Background: an optimization exercise with open tools, aiming at small area, a short achievable clock period and few clock cycles per item. Do not read the settings as production practice.
The RTL was checked by simulation tests, not by an equivalence proof against the original design.
No activity file was given, so power comes from the tool's default toggle rates.

--- config.mk ---
export PLATFORM = sky130hd
export DESIGN_NAME = muldiv_unit
export DESIGN_NICKNAME = muldiv_unit
export VERILOG_FILES = /design/flow/design.v
export SDC_FILE = /design/flow/constraint.sdc
export NUM_CORES = 4
export LEC_CHECK = 0
export CAP_MARGIN = 20
export CORE_MARGIN = 2
export CORE_UTILIZATION = 40
export SLEW_MARGIN = 20
--- constraint.sdc ---
create_clock -name core_clock -period 11.0 [get_ports {clk}]
set_input_delay 2.2000 -clock core_clock [delete_from_list [all_inputs] [get_ports {clk}]]
set_output_delay 2.2000 -clock core_clock [all_outputs]
set_load 0.01 [all_outputs]
--- design.v ---
module muldiv_unit #(
    parameter int XLEN       = 32,
    parameter int MUL_STAGES = 2
) (
    input  logic            clk,
    input  logic            reset,
    input  logic            flush,
    input  logic            in_valid,
    output logic            in_ready,
    input  logic [2:0]      op,
    input  logic [XLEN-1:0] operand_1,
    input  logic [XLEN-1:0] operand_2,
    output logic            out_valid,
    input  logic            out_ready,
    output logic [XLEN-1:0] result,
    output logic            zero,
    output logic            busy
);
    localparam int W = XLEN + 2;
    typedef enum logic [2:0] {
        P_PREP,     
        P_ALIGN,    
        P_ITER,     
        P_FIX,      
        P_HOLD      
    } phase_t;
    logic            r_idle;
    logic            r_busy;
    logic            r_valid;
    phase_t          r_ph;
    logic [2:0]      r_op;
    logic [W-1:0]    r_x;        
    logic [XLEN-1:0] r_y;        
    logic [XLEN:0]   r_z;        
    logic [4:0]      r_cnt;
    logic            r_prev;     
    logic            r_bneg;     
    logic            r_fix;      
    wire is_div  = r_op[2];
    wire is_rem  = r_op[1];
    wire sdiv    = r_op[2] & ~r_op[0];
    wire a_neg   = sdiv & r_y[XLEN-1];
    wire b_neg   = sdiv & r_z[XLEN-1];
    wire last    = (r_cnt == 5'd0);
    function automatic logic [5:0] nbits(input logic [XLEN-1:0] v);
        nbits = 6'd0;
        for (int i = 0; i < XLEN; i++)
            if (v[i]) nbits = 6'(i + 1);
    endfunction
    function automatic logic [5:0] mag_bits(input logic neg, input logic [XLEN-1:0] x);
        logic pow2;
        pow2 = neg & (&(~x[XLEN-2:0] | x[XLEN-1:1]));
        mag_bits = nbits(neg ? ~x : x) + {5'd0, pow2};
    endfunction
    wire [5:0] na = mag_bits(a_neg, r_y);
    wire [5:0] nb = mag_bits(b_neg, r_z[XLEN-1:0]);
    wire [6:0] jd = {1'b0, na} - {1'b0, nb};
    wire       b_zero = (nb == 6'd0);
    wire       j_neg  = jd[6];
    wire       short_cut = b_zero | j_neg;
    wire [2:0] bd   = {r_y[1:0], r_prev};
    wire bd_one  = bd[1] ^ bd[0];
    wire bd_two  = (bd == 3'b100) | (bd == 3'b011);
    wire bd_neg  = bd[2] & ~(bd[1] & bd[0]);
    logic [W-1:0] add_a;
    logic [W-1:0] add_b;
    logic         add_inv;
    logic [W-1:0] sum;
    wire  [W-1:0] z_ext = {r_z[XLEN], r_z};
    always_comb begin
        add_a   = r_x;
        add_b   = z_ext;
        add_inv = 1'b0;
        case (r_ph)
            P_PREP: begin
                add_a   = '0;
                add_b   = {2'b00, r_y};
                add_inv = a_neg;
            end
            P_ITER: begin
                if (is_div) begin
                    add_b   = z_ext;
                    add_inv = ~r_bneg;
                end else begin
                    add_b   = bd_two ? {z_ext[W-2:0], 1'b0} : (bd_one ? z_ext : '0);
                    add_inv = bd_neg;
                end
            end
            P_FIX: begin
                if (is_div) begin
                    add_a   = '0;
                    add_b   = r_x;
                    add_inv = 1'b1;
                end
            end
            default: ;
        endcase
        sum = add_a + (add_b ^ {W{add_inv}}) + {{(W-1){1'b0}}, add_inv};
    end
    wire q = ~sum[W-1];
    wire            fin_now;
    logic           fin;
    always_comb begin
        fin = 1'b0;
        case (r_ph)
            P_PREP: fin = short_cut;
            P_ITER: fin = last & ~r_fix;
            P_FIX:  fin = 1'b1;
            default: ;
        endcase
    end
    assign fin_now = fin;
    always_ff @(posedge clk or posedge reset) begin
        if (reset) begin
            r_idle  <= 1'b1;
            r_busy  <= 1'b0;
            r_valid <= 1'b0;
        end else if (flush) begin
            r_idle  <= 1'b1;
            r_busy  <= 1'b0;
            r_valid <= 1'b0;
        end else if (r_idle) begin
            if (in_valid) begin
                r_idle <= 1'b0;
                r_busy <= 1'b1;
            end
        end else if (r_valid) begin
            if (out_ready) begin
                r_idle  <= 1'b1;
                r_busy  <= 1'b0;
                r_valid <= 1'b0;
            end
        end else if (fin_now) begin
            r_valid <= 1'b1;
        end
    end
    always_ff @(posedge clk) begin
        if (r_idle) begin
            r_op   <= op;
            r_x    <= '0;
            r_y    <= operand_1;
            r_z    <= {((op == 3'b001) | (op[2] & ~op[0])) & operand_2[XLEN-1], operand_2};
            r_cnt  <= 5'd15;
            r_prev <= 1'b0;
            r_ph   <= op[2] ? P_PREP : P_ITER;
            r_fix  <= (op == 3'b011) & operand_1[XLEN-1];
        end else begin
            case (r_ph)
                P_PREP: begin
                    if (short_cut) begin
                        r_x  <= is_rem ? {2'b00, r_y} : {2'b00, {XLEN{b_zero}}};
                        r_ph <= P_HOLD;
                    end else begin
                        r_x  <= {2'b00, sum[XLEN-1:0]};
                        r_ph <= P_ALIGN;
                    end
                    r_y    <= '0;
                    r_cnt  <= jd[4:0];
                    r_bneg <= b_neg;
                    r_fix  <= is_rem ? a_neg : (a_neg ^ b_neg);
                end
                P_ALIGN: begin
                    r_z  <= r_z << r_cnt;
                    r_ph <= P_ITER;
                end
                P_ITER: begin
                    r_cnt <= r_cnt - 5'd1;
                    if (is_div) begin
                        r_y <= {r_y[XLEN-2:0], q};
                        r_z <= {r_z[XLEN], r_z[XLEN:1]};
                        if (!last)
                            r_x <= q ? sum : r_x;
                        else
                            r_x <= is_rem ? (q ? sum : r_x) : {2'b00, r_y[XLEN-2:0], q};
                    end else begin
                        r_y    <= {sum[1:0], r_y[XLEN-1:2]};
                        r_prev <= r_y[1];
                        if (last && r_op[1:0] == 2'b00)
                            r_x <= {2'b00, sum[1:0], r_y[XLEN-1:2]};
                        else
                            r_x <= {{2{sum[W-1]}}, sum[W-1:2]};
                    end
                    if (last)
                        r_ph <= r_fix ? P_FIX : P_HOLD;
                end
                P_FIX: begin
                    r_x  <= sum;
                    r_ph <= P_HOLD;
                end
                default: ;
            endcase
        end
    end
    assign in_ready  = r_idle;
    assign busy      = r_busy;
    assign out_valid = r_valid;
    assign result    = r_x[XLEN-1:0];
    assign zero      = r_valid & (r_x[XLEN-1:0] == '0);
endmodule
--- run.sh ---
#!/bin/bash
# synth_recipe.tcl (not shown) runs the flow's synth.tcl, then flattens the netlist and writes it again
# the make line also repeats each setting of config.mk as NAME=value (left out here)
make -C /OpenROAD-flow-scripts/flow DESIGN_CONFIG=/design/flow/config.mk WORK_HOME=/design/flow/orfs CLKGATE_MAP_FILE= SYNTH_SCRIPT=/design/flow/synth_recipe.tcl finish
==> results.rst <==
.. list-table::
   :header-rows: 1

   * - Metric
     - Value
   * - Routed met1 length
     - roughly 25000 um
   * - Starting density of the core
     - approximately two fifths
   * - Layout overhead on the synthesized area
     - 10.2%
   * - TritonCTS clock tree
     - yes
   * - Number of levels in the clock H-tree
     - 4
   * - RePlAce Congestion
     - 1.00
   * - Register cell area after layout
     - just over 3000 um2
   * - Share of post-route cells with drive strength above 1
     - under 10%
   * - Critical path depth
     - 26
   * - Detailed-routed wire length on met2
     - about 28000 um
   * - Capture point of the worst path
     - r_x[20]
   * - Number of cells on the worst reg-to-reg path
     - 26
   * - Cell count after placement
     - between 2000 and 2500
   * - Type of origin of the critical path
     - flop
   * - Via count
     - between 15000 and 20000
   * - Longest Clk Path Bufs
     - 2
   * - Total wirelength of the detailed-routed design
     - about 62000 um
   * - Maximum clock rate
     - between 100 and 150 MHz
   * - Worst reg2reg endpoint
     - r_x[20]
   * - Setup repair after global routing missed its margin
     - false
   * - WL per Instance
     - 24.7 um
   * - Placement Cell Area
     - around 16000 um2
   * - Clock slew at the register clock pins of the worst setup and hold paths
     - ~0.06 ns
   * - Buffers inserted by post-CTS timing repair
     - 0
   * - Filler cell count in the final layout
     - between 3000 and 4000
   * - Antenna diodes
     - 0
   * - Classification of the worst setup path
     - flop to flop
   * - Full die area
     - 39600 um2
   * - Global route overflow
     - 0
   * - Portion of the clock cycle consumed by the worst path in the final layout
     - roughly 65%
   * - Uppermost layer routed
     - met4
   * - Utilization after layout
     - 44.6%
   * - FF-to-FF Start
     - r_op[2]
   * - Crit-path leading delay family
     - compound AO/OA/AOI/OAI gates
   * - Reported max-cap violation count
     - 0
   * - WHS
     - ~0.5 ns
   * - TritonCTS buffer count
     - 17
   * - Overall Global Routing Usage
     - 31.5%
   * - Crit Path Max Fanout
     - 44
   * - Post-Syn Area per Cell
     - ~7.4 um2
   * - Port Buffer Count
     - ~110
   * - Reg2reg setup slack
     - between 3 and 4 ns
   * - Post-layout minimum cycle time
     - just over 7 ns
   * - Pleak
     - 6.75 nW
   * - Most frequently used flop master after synthesis
     - sky130_fd_sc_hd__edfxtp_1
   * - Hold-fix buffers, CTS
     - 0
   * - Number of antenna violations at the first check in global routing
     - 0
   * - Die width
     - 199 um
   * - Worst Path Arrival
     - 7.43 ns
   * - Number of pins with negative max-slew slack in the final report
     - 0
   * - Post-route DRC violation count
     - 0
   * - Final number of setup-violating endpoints
     - 0
   * - Pin count of the biggest net entering global routing
     - ~80
   * - Part of the Yosys area used for sequential elements
     - around a fifth
   * - Async SR Flop Fraction
     - 2.59%
   * - Count of different cell masters after synthesis
     - 96
   * - Worst-path cell with the longest stage delay
     - sky130_fd_sc_hd__or2_1
   * - Cell row count
     - around 70
   * - Cells after synthesis
     - 2054
   * - Cell at the root of the clock tree
     - sky130_fd_sc_hd__clkbuf_16
   * - Final sum of negative setup slack
     - 0 ns
   * - Multi-input gate area
     - approximately 11000 um2
   * - Post-synth EDFFs
     - 73
   * - Required time at the worst-slack endpoint
     - about 11 ns
   * - Number of top-level pins
     - between 100 and 150
   * - Clk Latency, worst-skew pair
     - 0.46 ns
   * - Max-slew headroom at the worst pin
     - between 20% and 30%
   * - Slew at the pin closest to its max-slew limit
     - approximately 1.2 ns
   * - Element type at the critical path end
     - flop
   * - Number of global-route vias before repair
     - around 15000
   * - Critical path buffer and inverter count
     - 3
   * - Number of cells in the finished layout apart from fillers
     - between 2000 and 3000
   * - Biggest cell delay along the critical path
     - between 0.7 and 0.8 ns
   * - Hold crit path type
     - flop to flop
   * - First-pass GRT wire length
     - 94400 um
   * - Pwr per Cell Area
     - approximately 350 nW/um2
   * - Router iterations before antenna repair
     - 7
   * - Post-CTS sizing
     - 0
   * - Start point of the critical path
     - r_op[2]
   * - Number of warnings reported in the yosys synthesis log
     - 1
   * - Half-perimeter wire length after detailed placement
     - roughly 45000 um
   * - Finished Cell Area
     - about 17000 um2
   * - Vias per std cell
     - 6.47
   * - Clock sink count
     - approximately 120
   * - Total met3 wirelength after detailed routing
     - approximately 5400 um
   * - Post-synthesis instance area
     - 15200 um2
   * - Result of the run
     - complete, no violations
   * - Worst-case clock skew
     - 0.0126 ns
   * - Post-layout net count
     - between 2000 and 2500
   * - Number of violations reported at the end of detailed-routing iteration 0
     - slightly below 2000
   * - Nets in the synthesized netlist
     - 2174
   * - Antenna Nets Post-Route
     - 0
   * - Synth Register Bits
     - roughly 120
   * - Die boundary height
     - 199 um
   * - Final Hold Viols
     - 0
   * - Worst IR Drop VDD
     - ~150 uV
   * - Standard cell core area
     - around 38000 um2
==> worst reg2reg max path: cells and delay by family (launching register included) <==
kind / cells / cell delay (ns)
compound gates: 16 / 3.32
simple gates: 4 / 1.37
buf+inv: 3 / 1.01
fa+ha+maj: 3 / 0.97
flops: 1 / 0.32
==> state kept, by name, summed over array words and instances (netlist names) <==
register  cells
r_bneg        1
r_busy        1
r_cnt         5
r_fix         1
r_idle        1
r_op          3
r_ph          3
r_prev        1
r_valid       1
r_x          34
r_y          32
r_z          33
==> per-stage QoR <==
step	power, mW	worst slack (ns)
detailed placement	5.24	4.10
global placement	5.22	4.19
CTS	5.80	4.06
finish	5.90	3.88
floorplan	3.98	5.38
global route	6.31	3.39
==> report_power, final <==
part / switching [mW] / internal, mW
Combinational: 2.64 / 1.65
Clock: 0.245 / 0.289
Sequential: 0.445 / 0.637
Total: 3.33 / 2.57
==> logic make-up (layout without fill, tap and decap cells) <==
family,Yosys count,after routing,synth area share (%)
DFF,116,116,20.2
AOI/OAI and AO/OA,694,694,31.2
xor gates and xnor gates,71,71,4.09
adders and majority gates,48,48,4.05
and+or+nand+nor,690,690,20.8
muxes,136,136,11.0
buffers and inverters,299,251,8.63
==> worst min-delay path by stage <==
stage,endpoint,cells past startpoint,startpoint
2_1_floorplan,r_prev,2,r_prev
3_3_place_gp,r_prev,2,r_prev
3_5_place_dp,r_prev,2,r_prev
4_1_cts,r_prev,2,r_prev
5_1_grt,r_prev,2,r_prev
6_report,r_prev,2,r_prev
==> metal layers <==
layer	global-route usage, %	vias up
met5	0	-
met4	17.1	0
met3	5.66	202
met2	49.7	865
met1	41.0	7770
li1	-	7440
==> layout by cell type (no fill, tap or decap), drive strengths merged, types with 24 or more instances in the layout <==
master / count
mux2i: 87
a21o: 42
nor3: 37
o211ai: 24
xnor2: 56
mux2: 28
dfxtp: 40
nor2b: 41
buf: 39
o21ai: 152
clkdlybuf4s50: 107
ha: 46
a222oi: 32
a211oi: 30
nand2: 256
nor2: 190
inv: 76
a211o: 29
a21oi: 163
nand3: 39
o31ai: 47
edfxtp: 73
==> Yosys cell counts (7+ instances only) <==
cell type / count / area share, %
sky130_fd_sc_hd__nand2_1: 255 / 6.3
sky130_fd_sc_hd__or3_1: 13 / 0.54
sky130_fd_sc_hd__a21o_1: 42 / 2.1
sky130_fd_sc_hd__a311oi_1: 7 / 0.40
sky130_fd_sc_hd__a221oi_1: 16 / 0.92
sky130_fd_sc_hd__o21ai_0: 145 / 4.8
sky130_fd_sc_hd__a22oi_1: 18 / 0.89
sky130_fd_sc_hd__nor2b_1: 41 / 1.7
sky130_fd_sc_hd__dfxtp_1: 40 / 5.3
sky130_fd_sc_hd__or2_2: 13 / 0.54
sky130_fd_sc_hd__a31oi_1: 8 / 0.33
sky130_fd_sc_hd__xor2_1: 15 / 0.86
sky130_fd_sc_hd__buf_4: 35 / 1.7
sky130_fd_sc_hd__a211oi_1: 30 / 1.5
sky130_fd_sc_hd__nand2b_1: 22 / 0.91
sky130_fd_sc_hd__mux2i_1: 86 / 5.7
sky130_fd_sc_hd__mux2_2: 22 / 1.6
sky130_fd_sc_hd__o31ai_1: 47 / 2.3
sky130_fd_sc_hd__and2_1: 18 / 0.74
sky130_fd_sc_hd__nor3_1: 37 / 1.2
sky130_fd_sc_hd__clkbuf_1: 157 / 3.9
sky130_fd_sc_hd__o211ai_1: 24 / 1.2
sky130_fd_sc_hd__nand4_1: 10 / 0.41
sky130_fd_sc_hd__o22ai_1: 17 / 0.70
sky130_fd_sc_hd__buf_2: 10 / 0.33
sky130_fd_sc_hd__mux4_2: 21 / 3.1
sky130_fd_sc_hd__a21oi_1: 160 / 5.3
sky130_fd_sc_hd__inv_1: 71 / 1.8
sky130_fd_sc_hd__o21a_1: 12 / 0.59
sky130_fd_sc_hd__o221ai_1: 12 / 0.69
sky130_fd_sc_hd__a211o_1: 29 / 1.7
sky130_fd_sc_hd__and3_1: 12 / 0.49
sky130_fd_sc_hd__o21bai_1: 15 / 0.74
sky130_fd_sc_hd__nor2_1: 188 / 4.6
sky130_fd_sc_hd__a222oi_1: 32 / 2.1
sky130_fd_sc_hd__ha_1: 46 / 3.8
sky130_fd_sc_hd__edfxtp_1: 73 / 14
sky130_fd_sc_hd__xnor2_1: 56 / 3.2
sky130_fd_sc_hd__buf_1: 18 / 0.44
sky130_fd_sc_hd__nand3_1: 39 / 1.3
sky130_fd_sc_hd__nor4_1: 12 / 0.49
==> layout make-up <==
| type | count | area share (%) |
|---|---|---|
| clock buffers | 18 | 2.56 |
| flip-flops and latches | 116 | 18.4 |
| inverters | 73 | 1.64 |
| well taps | 511 | 3.82 |
| clock inverters | 14 | 0.635 |
| multi-input cells | 1639 | 64.8 |
| repair buffers | 146 | 8.15 |
Testbench counts, summed over its fixed seeds: cycles 64,143, ops 4,800.

==> port drivers added, routing unchanged <==
In the flow no input, the clock included, has a driving cell. The finished layout below was timed again as built, in two steps.
Step 1 assumes that a clkbuf_16 drives the clock port and a buf_2 every other input.
Step 2 adds t to the input delays and takes it off the output delays; t is the mean of the earliest and latest rising clock arrival at the registers after step 1. Input paths then give back, and output paths get back, about the clock's delay inside the block.
Slacks: ideal ports / drivers / drivers and shift; pairs: ideal ports / drivers.
t (ns): 0.503
setup slack, ns: 3.877 / 3.877 / 3.877
worst hold slack (ns): 0.505 / 0.505 / 0.505
clock arrival spread, ns: 0.013 / 0.012
worst register clock-pin slew, ns: 0.07 / 0.07
After both steps this run still meets setup and hold. For this run, drivers alone change the setup slack by 0.000 ns; drivers and shift together by 0.000 ns.
